From an optimization exercise on the open Yosys and OpenROAD flow, aimed at small area and a short achievable clock period; shortcuts taken in it are not production practice.
Only simulation tests tie the RTL to the original design; equivalence was not proved.
No activity file was given, so power comes from the tool's default toggle rates.

==> module regfile_sb, before the edit <==
module regfile_sb
#(
  parameter int unsigned XLEN  = XLEN_DEFAULT,
  parameter int unsigned NREGS = NREGS_DEFAULT,
  parameter int unsigned AW    = $clog2(NREGS)
) (
  input  logic            clk,
  input  logic            reset,
  input  logic [AW-1:0]   rg_rd_addr1,
  input  logic [AW-1:0]   rg_rd_addr2,
  output logic [XLEN-1:0] rg_rd_data1,
  output logic [XLEN-1:0] rg_rd_data2,
  output logic            rg_rd_rdy1,
  output logic            rg_rd_rdy2,
  input  logic            issue_en,
  input  logic [AW-1:0]   issue_addr,
  output logic            issue_ok,
  input  logic            rg_wrt_en,
  input  logic [AW-1:0]   rg_wrt_addr,
  input  logic [XLEN-1:0] rg_wrt_data,
  input  logic            flush,
  output logic            wb_unexp
);
  logic [3:0]       rd1_lo, rd2_lo, wr_lo;
  logic [7:0]       rd1_hi, rd2_hi, wr_hi;
  logic             wr_ok;
  logic [1:0][NREGS-1:1] rd1_sel, rd2_sel;
  logic [NREGS-1:1] wr_dec_n, wr_en;
  logic [1:0]       rd1_byp, rd2_byp;
  logic [NREGS-1:0] pending;
  logic [XLEN-1:0]  wrt_data_r;
  logic [NREGS-1:1][XLEN-1:0] mem_q;
  logic [4:0] rd1_a_n, rd2_a_n;
  regfile_inv5 u_inv_rd1 (.a_i(rg_rd_addr1), .y_o(rd1_a_n));
  regfile_inv5 u_inv_rd2 (.a_i(rg_rd_addr2), .y_o(rd2_a_n));
  for (genvar k = 0; k < 4; k++) begin : g_rd_lo
    regfile_nor2 u_lo1 (.a_i({k[1] ? rd1_a_n[1] : rg_rd_addr1[1],
                              k[0] ? rd1_a_n[0] : rg_rd_addr1[0]}), .y_o(rd1_lo[k]));
    regfile_nor2 u_lo2 (.a_i({k[1] ? rd2_a_n[1] : rg_rd_addr2[1],
                              k[0] ? rd2_a_n[0] : rg_rd_addr2[0]}), .y_o(rd2_lo[k]));
  end
  for (genvar m = 0; m < 8; m++) begin : g_rd_hi
    regfile_and3 u_hi1 (.a_i({m[2] ? rg_rd_addr1[4] : rd1_a_n[4],
                              m[1] ? rg_rd_addr1[3] : rd1_a_n[3],
                              m[0] ? rg_rd_addr1[2] : rd1_a_n[2]}), .y_o(rd1_hi[m]));
    regfile_and3 u_hi2 (.a_i({m[2] ? rg_rd_addr2[4] : rd2_a_n[4],
                              m[1] ? rg_rd_addr2[3] : rd2_a_n[3],
                              m[0] ? rg_rd_addr2[2] : rd2_a_n[2]}), .y_o(rd2_hi[m]));
  end
  logic [4:0] wr_a_n;
  regfile_inv5 u_inv_wr (.a_i(rg_wrt_addr), .y_o(wr_a_n));
  for (genvar k = 0; k < 4; k++) begin : g_wr_lo
    regfile_nor2 u_lo (.a_i({k[1] ? wr_a_n[1] : rg_wrt_addr[1],
                             k[0] ? wr_a_n[0] : rg_wrt_addr[0]}), .y_o(wr_lo[k]));
  end
  for (genvar m = 0; m < 8; m++) begin : g_wr_hi
    regfile_and3 u_hi (.a_i({m[2] ? rg_wrt_addr[4] : wr_a_n[4],
                             m[1] ? rg_wrt_addr[3] : wr_a_n[3],
                             m[0] ? rg_wrt_addr[2] : wr_a_n[2]}), .y_o(wr_hi[m]));
  end
  regfile_and2b u_wr_ok (.a_n_i(reset), .b_i(rg_wrt_en), .y_o(wr_ok));
  for (genvar i = 1; i < int'(NREGS); i++) begin : g_dec
    regfile_nand3 u_wdec (.a_i({wr_lo[i%4], wr_hi[i/4], wr_ok}), .y_o(wr_dec_n[i]));
    for (genvar c = 0; c < 2; c++) begin : g_cp
      regfile_and3 u_sel1 (.a_i({rd1_lo[i%4], rd1_hi[i/4], wr_dec_n[i]}), .y_o(rd1_sel[c][i]));
      regfile_and3 u_sel2 (.a_i({rd2_lo[i%4], rd2_hi[i/4], wr_dec_n[i]}), .y_o(rd2_sel[c][i]));
    end
    regfile_or2b u_wen (.a_i(reset), .b_n_i(wr_dec_n[i]), .y_o(wr_en[i]));
  end
  for (genvar c = 0; c < 2; c++) begin : g_byp
    regfile_bypmatch u_byp1 (
      .rd_addr_i (rg_rd_addr1),
      .wr_addr_i (rg_wrt_addr),
      .wr_en_i   (rg_wrt_en),
      .reset_i   (reset),
      .byp_o     (rd1_byp[c])
    );
    regfile_bypmatch u_byp2 (
      .rd_addr_i (rg_rd_addr2),
      .wr_addr_i (rg_wrt_addr),
      .wr_en_i   (rg_wrt_en),
      .reset_i   (reset),
      .byp_o     (rd2_byp[c])
    );
  end
  regfile_gate_data #(.XLEN(XLEN)) u_wdata (
    .data_i  (rg_wrt_data),
    .reset_i (reset),
    .data_o  (wrt_data_r)
  );
  always_ff @(posedge clk) begin
    for (int i = 1; i < int'(NREGS); i++)
      if (wr_en[i]) mem_q[i] <= wrt_data_r;
  end
  regfile_scoreboard #(
    .NREGS (NREGS),
    .AW    (AW)
  ) u_scoreboard (
    .clk_i        (clk),
    .reset_i      (reset),
    .issue_en_i   (issue_en),
    .issue_addr_i (issue_addr),
    .wrt_en_i     (rg_wrt_en),
    .wrt_addr_i   (rg_wrt_addr),
    .wrt_dec_n_i  (wr_dec_n),
    .flush_i      (flush),
    .pending_o    (pending),
    .issue_ok_o   (issue_ok),
    .wb_unexp_o   (wb_unexp)
  );
  logic [XLEN-1:0][NREGS-1:0] col;
  always_comb begin
    for (int b = 0; b < int'(XLEN); b++) begin
      col[b][0] = rg_wrt_data[b];
      for (int i = 1; i < int'(NREGS); i++) col[b][i] = mem_q[i][b];
    end
  end
  for (genvar b = 0; b < int'(XLEN); b++) begin : g_bit
    regfile_rdmux u_rd1 (
      .sel_i  ({rd1_sel[b/16], rd1_byp[b/16]}),
      .data_i (col[b]),
      .y_o    (rg_rd_data1[b])
    );
    regfile_rdmux u_rd2 (
      .sel_i  ({rd2_sel[b/16], rd2_byp[b/16]}),
      .data_i (col[b]),
      .y_o    (rg_rd_data2[b])
    );
  end
  regfile_rdmux #(.INV(1'b1)) u_rdy1 (
    .sel_i  ({rd1_sel[0], rd1_byp[0]}),
    .data_i ({pending[NREGS-1:1], 1'b0}),
    .y_o    (rg_rd_rdy1)
  );
  regfile_rdmux #(.INV(1'b1)) u_rdy2 (
    .sel_i  ({rd2_sel[0], rd2_byp[0]}),
    .data_i ({pending[NREGS-1:1], 1'b0}),
    .y_o    (rg_rd_rdy2)
  );
endmodule
Settings: LEC_CHECK=0, CAP_MARGIN=20, CORE_MARGIN=2, CORE_UTILIZATION=55, CTS_BUF_LIST=sky130_fd_sc_hd__clkbuf_4, CTS_CLUSTER_DIAMETER=40, CTS_CLUSTER_SIZE=8, SETUP_SLACK_MARGIN=1.5, SLEW_MARGIN=20, SYNTH_HIERARCHICAL=1, SYNTH_MINIMUM_KEEP_SIZE=0; clock period 6.5 ns.
standard.sh (not shown) runs the stock make flow with config.mk's settings and CLKGATE_MAP_FILE= SYNTH_SCRIPT=/design/flow/synth_recipe.tcl, a recipe that flattens the netlist after the stock synthesis.
==> flow/flow/run.sh <==
#!/bin/bash
# Layout flow: the standard ORFS flow (standard.sh) from synthesis to the
# final layout, with one change: the port buffers that placement inserts on
# every input and output are buf_2 cells instead of the resizer's default pick
# (clkdlybuf4s50_1, a delay cell). The full make output goes to flow.log here;
# ORFS writes each step's log under orfs/logs.
set -euo pipefail
bash standard.sh "BUFFER_PORTS_ARGS=-buffer_cell sky130_fd_sc_hd__buf_2" finish > flow.log 2>&1
The starting point finished with timing, DRC and antenna clean.
Rerun with:
--- a/flow/design.v
+++ b/flow/design.v
@@ -118,11 +118,10 @@
 );
   logic [3:0]       rd1_lo, rd2_lo, wr_lo;
   logic [7:0]       rd1_hi, rd2_hi, wr_hi;
   logic             wr_ok;
-  logic [1:0][NREGS-1:1] rd1_sel, rd2_sel;
-  logic [NREGS-1:1] wr_dec_n, wr_en;
-  logic [1:0]       rd1_byp, rd2_byp;
+  logic [NREGS-1:1] rd1_sel, rd2_sel, wr_dec_n, wr_en;
+  logic             rd1_byp, rd2_byp;
   logic [NREGS-1:0] pending;
   logic [XLEN-1:0]  wrt_data_r;
   logic [NREGS-1:1][XLEN-1:0] mem_q;
   logic [4:0] rd1_a_n, rd2_a_n;
@@ -155,30 +154,26 @@
   end
   regfile_and2b u_wr_ok (.a_n_i(reset), .b_i(rg_wrt_en), .y_o(wr_ok));
   for (genvar i = 1; i < int'(NREGS); i++) begin : g_dec
     regfile_nand3 u_wdec (.a_i({wr_lo[i%4], wr_hi[i/4], wr_ok}), .y_o(wr_dec_n[i]));
-    for (genvar c = 0; c < 2; c++) begin : g_cp
-      regfile_and3 u_sel1 (.a_i({rd1_lo[i%4], rd1_hi[i/4], wr_dec_n[i]}), .y_o(rd1_sel[c][i]));
-      regfile_and3 u_sel2 (.a_i({rd2_lo[i%4], rd2_hi[i/4], wr_dec_n[i]}), .y_o(rd2_sel[c][i]));
-    end
+    regfile_and3 u_sel1 (.a_i({rd1_lo[i%4], rd1_hi[i/4], wr_dec_n[i]}), .y_o(rd1_sel[i]));
+    regfile_and3 u_sel2 (.a_i({rd2_lo[i%4], rd2_hi[i/4], wr_dec_n[i]}), .y_o(rd2_sel[i]));
     regfile_or2b u_wen (.a_i(reset), .b_n_i(wr_dec_n[i]), .y_o(wr_en[i]));
   end
-  for (genvar c = 0; c < 2; c++) begin : g_byp
-    regfile_bypmatch u_byp1 (
-      .rd_addr_i (rg_rd_addr1),
-      .wr_addr_i (rg_wrt_addr),
-      .wr_en_i   (rg_wrt_en),
-      .reset_i   (reset),
-      .byp_o     (rd1_byp[c])
-    );
-    regfile_bypmatch u_byp2 (
-      .rd_addr_i (rg_rd_addr2),
-      .wr_addr_i (rg_wrt_addr),
-      .wr_en_i   (rg_wrt_en),
-      .reset_i   (reset),
-      .byp_o     (rd2_byp[c])
-    );
-  end
+  regfile_bypmatch u_byp1 (
+    .rd_addr_i (rg_rd_addr1),
+    .wr_addr_i (rg_wrt_addr),
+    .wr_en_i   (rg_wrt_en),
+    .reset_i   (reset),
+    .byp_o     (rd1_byp)
+  );
+  regfile_bypmatch u_byp2 (
+    .rd_addr_i (rg_rd_addr2),
+    .wr_addr_i (rg_wrt_addr),
+    .wr_en_i   (rg_wrt_en),
+    .reset_i   (reset),
+    .byp_o     (rd2_byp)
+  );
   regfile_gate_data #(.XLEN(XLEN)) u_wdata (
     .data_i  (rg_wrt_data),
     .reset_i (reset),
     .data_o  (wrt_data_r)
@@ -211,25 +206,25 @@
     end
   end
   for (genvar b = 0; b < int'(XLEN); b++) begin : g_bit
     regfile_rdmux u_rd1 (
-      .sel_i  ({rd1_sel[b/16], rd1_byp[b/16]}),
+      .sel_i  ({rd1_sel, rd1_byp}),
       .data_i (col[b]),
       .y_o    (rg_rd_data1[b])
     );
     regfile_rdmux u_rd2 (
-      .sel_i  ({rd2_sel[b/16], rd2_byp[b/16]}),
+      .sel_i  ({rd2_sel, rd2_byp}),
       .data_i (col[b]),
       .y_o    (rg_rd_data2[b])
     );
   end
   regfile_rdmux #(.INV(1'b1)) u_rdy1 (
-    .sel_i  ({rd1_sel[0], rd1_byp[0]}),
+    .sel_i  ({rd1_sel, rd1_byp}),
     .data_i ({pending[NREGS-1:1], 1'b0}),
     .y_o    (rg_rd_rdy1)
   );
   regfile_rdmux #(.INV(1'b1)) u_rdy2 (
-    .sel_i  ({rd2_sel[0], rd2_byp[0]}),
+    .sel_i  ({rd2_sel, rd2_byp}),
     .data_i ({pending[NREGS-1:1], 1'b0}),
     .y_o    (rg_rd_rdy2)
   );
 endmodule
After rerunning:
- setup slack improves by 0.046 ns
- total power is lower slightly
- via count stays flat
- register-to-register slack improves by 0.37 ns
- cell area is lower slightly
- routed wire length is higher by a few percent
- sequential cell count is unchanged
- non-clock buffer count is higher by 46
- sequential share of layout area is higher by 0.35 points
- synthesized cell count is lower by a few percent
- clock power is lower by a few percent
- global-route usage is higher by 0.82 points
- synthesized area is lower slightly
- hold slack degrades by 0.019 ns

==> separate check: timing with driven ports <==
No port has a modelled driver above. Below, the same layouts with a new extraction and two added sets of constraints.
Step 1 sets driving cells, clkbuf_16 on the clock port and buf_2 on the other inputs (assumed; they add their load-dependent delay and slew).
Step 2 adds t to the input delays and takes it off the output delays; t is the mean of the earliest and latest rising clock arrival at the registers after step 1. Input paths then give back, and output paths get back, about the clock's delay inside the block.
Three values: no drivers, after step 1, after step 2; two values: the first two.
| run | t (ns) | setup WS [ns] | worst slew at a driven data input, ns | cell pins on the clock port's net |
|---|---|---|---|---|
| the first run | 1.120 | 1.402 / 1.288 / 1.288 | 0.20 | 1 |
| the second run | 1.136 | 1.448 / 1.424 / 1.424 | 0.14 | 1 |
After both steps setup and hold are still met in every run listed. For the first run, which loses most, drivers alone change the setup slack by -0.114 ns; drivers and shift together by -0.114 ns.
